This is an optimization exercise on Yosys and OpenROAD, whose aim is small area and a short achievable clock period, not a production implementation. At most, simulation tests tie the RTL to the original design; equivalence was not proved. No activity file was given, so power comes from the tool's default toggle rates.

== JK ==
// awb_gain_est
module awb_gain_est #(
    parameter int ACC_W = 24,
    parameter int CNT_W = 16
) (
    input  logic            clk,
    input  logic            rst,
    input  logic            pix_valid_i,
    input  logic [1:0]      pix_color_i,
    input  logic [7:0]      pix_value_i,
    input  logic            pix_last_i,
    output logic [15:0]     K_R,
    output logic [15:0]     K_G,
    output logic [15:0]     K_B,
    output logic            valid_gain_o,
    output logic            busy_o,
    output logic            overrun_o
);
Size: ~330 flip-flops, about 65 I/O pins, about 23000 um2 of cells after synthesis.
clock: 13.0 ns
lec_check: 0
cap_margin: 20
core_margin: 2
core_utilization: 40
cts_buf_list: sky130_fd_sc_hd__clkbuf_8
cts_cluster_diameter: 55
cts_cluster_size: 16
slew_margin: 20
standard.sh (not shown) runs the stock make flow with config.mk's settings and CLKGATE_MAP_FILE= SYNTH_SCRIPT=/design/flow/synth_recipe.tcl, a recipe that flattens the netlist after the stock synthesis.
==> flow/flow/run.sh <==
#!/bin/bash
# Standard layout, with fast port buffers and repair_timing asked for extra
# setup slack so the achieved period shrinks. Each make step's log lands in
# orfs/logs; make's own output goes to make_finish.log.
set -euo pipefail
bash standard.sh SETUP_SLACK_MARGIN=9.25 \
  "BUFFER_PORTS_ARGS=-buffer_cell sky130_fd_sc_hd__buf_4" \
  finish > make_finish.log 2>&1
#### Input delta (MS over JK)
diff --git a/flow/flow/run.sh b/flow/flow/run.sh
--- a/flow/flow/run.sh
+++ b/flow/flow/run.sh
@@ -5,3 +5,3 @@
 set -euo pipefail
-bash standard.sh SETUP_SLACK_MARGIN=9.25 \
+bash standard.sh SETUP_SLACK_MARGIN=9 \
   "BUFFER_PORTS_ARGS=-buffer_cell sky130_fd_sc_hd__buf_4" \
[summary]
In MS, worst-case hold slack is lower than in JK.
Post-route minimum period delta (MS − JK): unfavourable
Higher largest fanout on the critical path among JK and MS: MS


Another version of the RTL of awb_gain_est (not shown whole).
Size: about 2,400 cells after synthesis, about 330 flip-flops, roughly 23,000 um^2 of cells after synthesis.
Settings: LEC_CHECK=0, CAP_MARGIN=20, CORE_MARGIN=2, CORE_UTILIZATION=40, CTS_BUF_LIST=sky130_fd_sc_hd__clkbuf_8, CTS_CLUSTER_DIAMETER=55, CTS_CLUSTER_SIZE=16, PLACE_DENSITY=0.85, SLEW_MARGIN=20; clock period 13.0 ns.
==> flow/flow/run.sh <==
#!/bin/bash
# Standard layout, with fast port buffers and repair_timing asked for extra
# setup slack so the achieved period shrinks. Each make step's log lands in
# orfs/logs; make's own output goes to make_finish.log.
set -euo pipefail
bash standard.sh SETUP_SLACK_MARGIN=9 \
  "BUFFER_PORTS_ARGS=-buffer_cell sky130_fd_sc_hd__buf_4" \
  finish > make_finish.log 2>&1
==> next run, changes <==
--- a/flow/config.mk
+++ b/flow/config.mk
@@ -7,4 +7,6 @@
 export LEC_CHECK = 0
 export CAP_MARGIN = 20
+export CELL_PAD_IN_SITES_DETAIL_PLACEMENT = 0
+export CELL_PAD_IN_SITES_GLOBAL_PLACEMENT = 0
 export CORE_MARGIN = 2
 export CORE_UTILIZATION = 40
@@ -12,4 +14,4 @@
 export CTS_CLUSTER_DIAMETER = 55
 export CTS_CLUSTER_SIZE = 16
-export PLACE_DENSITY = 0.85
+export PLACE_DENSITY = 0.75
 export SLEW_MARGIN = 20
Effect:
- The new run passed the timing, DRC and antenna checks
- power climbs by 1.0%
- setup slack gets better by 0.017 ns
- global-route usage came out higher by 0.20 points
- wire length decreases by 1.1%
- core utilization climbs by 0.37 points
- cell count goes up by 0.46%
==> next run, changes <==
--- a/flow/flow/run.sh
+++ b/flow/flow/run.sh
@@ -4,5 +4,5 @@
 # orfs/logs; make's own output goes to make_finish.log.
 set -euo pipefail
-bash standard.sh SETUP_SLACK_MARGIN=9 \
+bash standard.sh SETUP_SLACK_MARGIN=9.15 \
   "BUFFER_PORTS_ARGS=-buffer_cell sky130_fd_sc_hd__buf_4" \
   finish > make_finish.log 2>&1
Effect:
- flip-flop and latch count does not change
- final cell count came out higher by 0.77%
- hold slack gets worse by 0.0069 ns
- power came out higher by 3.1%
- combinational power came out higher by about 4%
- sequential power barely changes
- wire length came out higher by 0.69%
- global-route usage came out lower by 0.16 points
- via count came out higher by 1.2%
- setup slack gets better by 0.11 ns
- synthesized area does not change
Function was not checked in any run of this note: the RTL went through the layout flow alone.


## v35
awb_gain_est, a different RTL version from the one above (not shown whole).
For scale: ~3,000 cells after synthesis, ~370 flip-flops, ~0.025 mm^2 of cells after synthesis.
Settings: LEC_CHECK=0, CAP_MARGIN=20, CORE_MARGIN=2, CORE_UTILIZATION=40, SLEW_MARGIN=20; clock period 13.0 ns.
run.sh (not shown) runs the stock make flow with config.mk's settings and CLKGATE_MAP_FILE= SYNTH_SCRIPT=/design/flow/synth_recipe.tcl, a recipe that flattens the netlist after the stock synthesis.
Stock flow here: none of the scripts above is used.
v35 finished all stages; the layout is clean.
What v12 does differently from v35 at the input level:
==> flow/flow/run.sh (new file) <==
#!/bin/bash
# Standard layout, with repair_timing asked for extra setup slack so the
# achieved period shrinks. Each make target's log lands in orfs/logs.
set -euo pipefail
bash standard.sh SETUP_SLACK_MARGIN=9 finish > make_finish.log 2>&1
==> flow/standard.sh (new file) <==
#!/bin/bash
# synth_recipe.tcl (not shown) runs the flow's synth.tcl, then flattens the netlist and writes it again
# the make line also repeats each setting of config.mk as NAME=value (left out here)
make -C /OpenROAD-flow-scripts/flow DESIGN_CONFIG=/design/flow/config.mk WORK_HOME=/design/flow/orfs CLKGATE_MAP_FILE= SYNTH_SCRIPT=/design/flow/synth_recipe.tcl "${@:-finish}"
removed: flow/run.sh
==> run summary <==
- Global-route met1 utilization, v35 and v12: smaller value in v35
- Looking at total combinational power across v35 and v12, the one that comes out lower is v35.
- Looking at v35 and v12, the total count of max-transition violations in the final report is a wash.
- Diff v35 -> v12: worst setup slack saw an increase, relative max-transition margin saw a decrease, leakage power of the design saw an increase, fraction of power spent switching nets saw a decrease.
- From v35 to v12 the numbers moved as follows: aggregate routed wire length up 17%, final cycle utilization of the critical path down 17 points.
- Summary of v12 over v35: post-route total power up 30%; final instance count without filler cells up 5.2%.
No functional check of the RTL was part of any run of this note.


Another version of the RTL of awb_gain_est (not shown whole).
Size in the first run: about 2,400 cells after synthesis, roughly 330 flip-flops, about 65 I/O pins.
## awb_gain_est
module awb_gain_est #(
    parameter int ACC_W = 24,
    parameter int CNT_W = 16
) (
    input  logic            clk,
    input  logic            rst,
    input  logic            pix_valid_i,
    input  logic [1:0]      pix_color_i,
    input  logic [7:0]      pix_value_i,
    input  logic            pix_last_i,
    output logic [15:0]     K_R,
    output logic [15:0]     K_G,
    output logic [15:0]     K_B,
    output logic            valid_gain_o,
    output logic            busy_o,
    output logic            overrun_o
);
    localparam int SW = 13;    
    localparam int NW = 6;     
    assign K_G = 16'h0100;
    logic close_w;
    assign close_w = pix_valid_i & pix_last_i;
    logic [2:0] p_hit;      
    logic [7:0] p_val;
    logic       p_ovr;      
    always_ff @(posedge clk) begin
        p_hit[0] <= pix_valid_i & (pix_color_i == 2'd0);
        p_hit[1] <= pix_valid_i & (pix_color_i == 2'd1);
        p_hit[2] <= pix_valid_i & (pix_color_i == 2'd2);
        p_ovr    <= close_w & busy_o;
        p_val    <= pix_value_i;
    end
    logic [5:0] ctr, ctr_nx;
    logic       ld;         
    logic       fresh;      
    logic       last_c;     
    logic       first_c;    
    logic       mul_r, mul_b, div_r, div_b, div_p, cmp_r, cmp_b;
  ...
Settings: LEC_CHECK=0, CAP_MARGIN=20, CORE_MARGIN=2, CORE_UTILIZATION=40, SLEW_MARGIN=20; clock period 13.0 ns.
standard.sh (not shown) runs the stock make flow with config.mk's settings and CLKGATE_MAP_FILE= SYNTH_SCRIPT=/design/flow/synth_recipe.tcl, a recipe that flattens the netlist after the stock synthesis.
==> flow/flow/run.sh <==
#!/bin/bash
# Standard layout, with fast port buffers and repair_timing asked for extra
# setup slack so the achieved period shrinks. Each make step's log lands in
# orfs/logs; make's own output goes to make_finish.log.
set -euo pipefail
bash standard.sh SETUP_SLACK_MARGIN=9.3 \
  "BUFFER_PORTS_ARGS=-buffer_cell sky130_fd_sc_hd__buf_4" \
  finish > make_finish.log 2>&1
Then changed:
--- a/flow/flow/run.sh
+++ b/flow/flow/run.sh
@@ -4,5 +4,5 @@
 # orfs/logs; make's own output goes to make_finish.log.
 set -euo pipefail
-bash standard.sh SETUP_SLACK_MARGIN=9.3 \
+bash standard.sh SETUP_SLACK_MARGIN=9 \
   "BUFFER_PORTS_ARGS=-buffer_cell sky130_fd_sc_hd__buf_4" \
   finish > make_finish.log 2>&1
Total power came out lower by 7.1%.
Worst setup slack got worse by 0.12 ns.
Count of clock-buffer cells in the layout goes up by 7.
Final area shrinks by about 6%.
Critical path depth rose by 17.
Cell count shrinks by about 2.6%.
Utilization fell by 3.1 points.
Sequential share of layout area came out higher by 1.6 points.


Another version of the RTL of awb_gain_est (not shown whole).
Size in the first run: roughly 2400 cells after synthesis, about 330 flip-flops, ~23000 µm² of cells after synthesis.
Settings: LEC_CHECK=0, CAP_MARGIN=20, CELL_PAD_IN_SITES_DETAIL_PLACEMENT=0, CELL_PAD_IN_SITES_GLOBAL_PLACEMENT=0, CORE_MARGIN=2, CORE_UTILIZATION=40, CTS_BUF_LIST=sky130_fd_sc_hd__clkbuf_8, CTS_CLUSTER_DIAMETER=55, CTS_CLUSTER_SIZE=16, PLACE_DENSITY=0.75, SLEW_MARGIN=20; clock period 13.0 ns.
==> flow/flow/run.sh <==
#!/bin/bash
# Standard layout, with fast port buffers and repair_timing asked for extra
# setup slack so the achieved period shrinks. Each make step's log lands in
# orfs/logs; make's own output goes to make_finish.log.
set -euo pipefail
bash standard.sh SETUP_SLACK_MARGIN=9.1 \
  "BUFFER_PORTS_ARGS=-buffer_cell sky130_fd_sc_hd__buf_4" \
  finish > make_finish.log 2>&1
==> next run, changes <==
--- a/flow/flow/run.sh
+++ b/flow/flow/run.sh
@@ -5,3 +5,3 @@
 set -euo pipefail
-bash standard.sh SETUP_SLACK_MARGIN=9.1 \
+bash standard.sh SETUP_SLACK_MARGIN=9 \
   "BUFFER_PORTS_ARGS=-buffer_cell sky130_fd_sc_hd__buf_4" \
- CTS_BUF_LIST: sky130_fd_sc_hd__clkbuf_8 -> sky130_fd_sc_hd__clkbuf_16
- CTS_CLUSTER_DIAMETER: 55 -> 80
- CTS_CLUSTER_SIZE: 16 -> 26
Hold slack is worse by 0.0091 ns.
Worst setup slack is better by 0.018 ns.
Combinational power came out lower by about 5%.
Core utilization came out lower by 0.94 points.
Total power came out lower by 2.4%.
Cell area came out lower by 2.1%.
Global-route usage came out lower by 0.26 points.
Via count came out lower by 2.0%.
Area after synthesis stays the same.
==> next run, changes <==
- CORE_UTILIZATION: 40 -> 60
- CTS_BUF_LIST: sky130_fd_sc_hd__clkbuf_16 -> sky130_fd_sc_hd__clkbuf_8
- CTS_CLUSTER_DIAMETER: 80 -> 55
- CTS_CLUSTER_SIZE: 26 -> 16
What happened:
- The changed run completed without violations
- power is higher by 1.3%
- cell area drops by 0.87%
- non-clock buffer count rises by 11
- synthesized cell count does not change


Starting RTL as in the previous note.
export LEC_CHECK = 0
export CAP_MARGIN = 20
export CELL_PAD_IN_SITES_DETAIL_PLACEMENT = 0
export CELL_PAD_IN_SITES_GLOBAL_PLACEMENT = 0
export CORE_MARGIN = 2
export CORE_UTILIZATION = 40
export CTS_BUF_LIST = sky130_fd_sc_hd__clkbuf_8
export CTS_CLUSTER_DIAMETER = 55
export CTS_CLUSTER_SIZE = 16
export PLACE_DENSITY = 0.75
export SLEW_MARGIN = 20
create_clock -name core_clock -period 13.0 [get_ports {clk}]
==> flow/flow/run.sh <==
#!/bin/bash
# Standard layout, with fast port buffers and repair_timing asked for extra
# setup slack so the achieved period shrinks. Each make step's log lands in
# orfs/logs; make's own output goes to make_finish.log.
set -euo pipefail
bash standard.sh SETUP_SLACK_MARGIN=9 \
  "BUFFER_PORTS_ARGS=-buffer_cell sky130_fd_sc_hd__buf_2" \
  finish > make_finish.log 2>&1
==> next run, changes <==
--- a/flow/flow/run.sh
+++ b/flow/flow/run.sh
@@ -5,4 +5,4 @@
 set -euo pipefail
 bash standard.sh SETUP_SLACK_MARGIN=9 \
-  "BUFFER_PORTS_ARGS=-buffer_cell sky130_fd_sc_hd__buf_2" \
+  "BUFFER_PORTS_ARGS=-buffer_cell sky130_fd_sc_hd__buf_4" \
   finish > make_finish.log 2>&1
After rerunning:
- first-iteration DRC count is higher by 5.6%
- clock power rose by about 2%
- global-route usage decreases by 0.20 points
- clock-buffer cell count came out lower by 2
- die area is unchanged
- critical path depth decreases by 15
- setup slack loses 14 ps
- cell area is about the same
- wire length decreases by 1.8%
- worst hold slack improved by 5.5 ps
- cell count is about the same


Another version of the RTL of awb_gain_est (not shown whole).
For scale: about 2400 cells after synthesis, roughly 330 flip-flops, about 65 I/O pins, roughly 23000 µm² of cells after synthesis.
==> flow/config.mk <==
export PLATFORM = sky130hd
export DESIGN_NAME = awb_gain_est
export DESIGN_NICKNAME = awb_gain_est
export VERILOG_FILES = /design/flow/design.v
export SDC_FILE = /design/flow/constraint.sdc
export NUM_CORES = 4
export LEC_CHECK = 0
export CAP_MARGIN = 20
export CORE_MARGIN = 2
export CORE_UTILIZATION = 40
export GPL_TIMING_DRIVEN = 1
export SLEW_MARGIN = 20
==> flow/constraint.sdc <==
create_clock -name core_clock -period 13.0 [get_ports {clk}]
set_input_delay 2.6000 -clock core_clock [delete_from_list [all_inputs] [get_ports {clk}]]
set_output_delay 2.6000 -clock core_clock [all_outputs]
set_load 0.01 [all_outputs]
==> flow/flow/run.sh <==
#!/bin/bash
# Standard layout, with fast port buffers and repair_timing asked for extra
# setup slack so the achieved period shrinks. Each make step's log lands in
# orfs/logs; make's own output goes to make_finish.log.
set -euo pipefail
bash standard.sh SETUP_SLACK_MARGIN=9 \
  "BUFFER_PORTS_ARGS=-buffer_cell sky130_fd_sc_hd__buf_4" \
  finish > make_finish.log 2>&1
The starting point completed with no timing, DRC or antenna violations.
Next try:
--- a/flow/flow/run.sh
+++ b/flow/flow/run.sh
@@ -6 +6 @@
-bash standard.sh SETUP_SLACK_MARGIN=9 \
+bash standard.sh SETUP_SLACK_MARGIN=9.2 \
--- a/flow/config.mk
+++ b/flow/config.mk
@@ -11 +10,0 @@
-export GPL_TIMING_DRIVEN = 1
Clock-buffer cell count falls by 3. Sequential power is about the same. Worst setup slack improves by 0.078 ns. Routed wire length is higher by 3.5%. Power goes up by 1.8%.
Next try:
--- a/flow/flow/run.sh
+++ b/flow/flow/run.sh
@@ -6 +6 @@
-bash standard.sh SETUP_SLACK_MARGIN=9.2 \
+bash standard.sh SETUP_SLACK_MARGIN=9 \
--- a/flow/config.mk
+++ b/flow/config.mk
@@ -10,0 +11,3 @@
+export CTS_BUF_LIST = sky130_fd_sc_hd__clkbuf_8 sky130_fd_sc_hd__clkbuf_16
+export CTS_CLUSTER_DIAMETER = 60
+export CTS_CLUSTER_SIZE = 20
After rerunning:
- register-to-register slack gets worse by 0.09 ns
- synthesized cell count does not change
- wire length goes down by 3.0%
- worst setup slack gets worse by 0.093 ns
- count of clock-buffer cells in the layout goes down by 14
- area after synthesis does not change
- via count goes down by 1.8%
No run of this note included a check of the RTL's function; only the layout flow was run.

re-timing with driven ports:
How much do the figures lean on ideal ports? The routed layouts below were timed once more, with nothing changed but the port constraints.
Step 1 (the two cells are an assumption about what drives the block):
set clk [get_ports {clk}]
set_driving_cell -lib_cell sky130_fd_sc_hd__clkbuf_16 $clk
set_driving_cell -lib_cell sky130_fd_sc_hd__buf_2 [delete_from_list [all_inputs] $clk]
Step 2 also shifts input and output timing later by t, the mid clock arrival at the registers, as if the neighbouring blocks saw the same clock.
a / b / c = ideal / step 1 / step 2; a / b = the first two.
run	t (ns)	setup slack, ns	worst register clock-pin slew, ns	worst data-port slew with drivers (ns)	pins driven straight from the clock port
JK	0.663	9.138 / 9.138 / 9.138	0.11 / 0.11	0.04	1
MS	0.697	9.070 / 9.013 / 9.075	0.10 / 0.10	0.04	1
the first run of note 2	0.708	9.025 / 9.025 / 9.025	0.11 / 0.11	0.04	1
the second run of note 2	0.659	9.042 / 9.042 / 9.042	0.11 / 0.11	0.04	1
the third run of note 2	0.640	9.153 / 9.153 / 9.153	0.11 / 0.11	0.03	1
v35	0.639	6.650 / 6.650 / 6.650	0.06 / 0.06	0.04	1
v12	0.651	8.859 / 8.859 / 8.859	0.07 / 0.07	0.07	1
the first run of note 4	0.633	9.168 / 9.114 / 9.181	0.07 / 0.07	0.03	1
the second run of note 4	0.623	9.047 / 9.046 / 9.047	0.06 / 0.06	0.04	1
the first run of note 5	0.659	9.100 / 9.094 / 9.100	0.11 / 0.11	0.03	1
the second run of note 5	0.620	9.118 / 9.097 / 9.118	0.10 / 0.10	0.03	1
the third run of note 5	0.639	9.061 / 9.061 / 9.061	0.11 / 0.11	0.03	1
the first run of note 6	0.661	9.107 / 9.060 / 9.107	0.11 / 0.11	0.03	1
the second run of note 6	0.675	9.093 / 9.041 / 9.101	0.11 / 0.11	0.03	1
the first run of note 7	0.627	9.034 / 8.988 / 9.034	0.06 / 0.06	0.03	1
the second run of note 7	0.621	9.112 / 9.112 / 9.112	0.06 / 0.06	0.03	1
the third run of note 7	0.615	9.019 / 9.002 / 9.019	0.09 / 0.09	0.03	1
After both steps setup and hold are still met in every run listed.
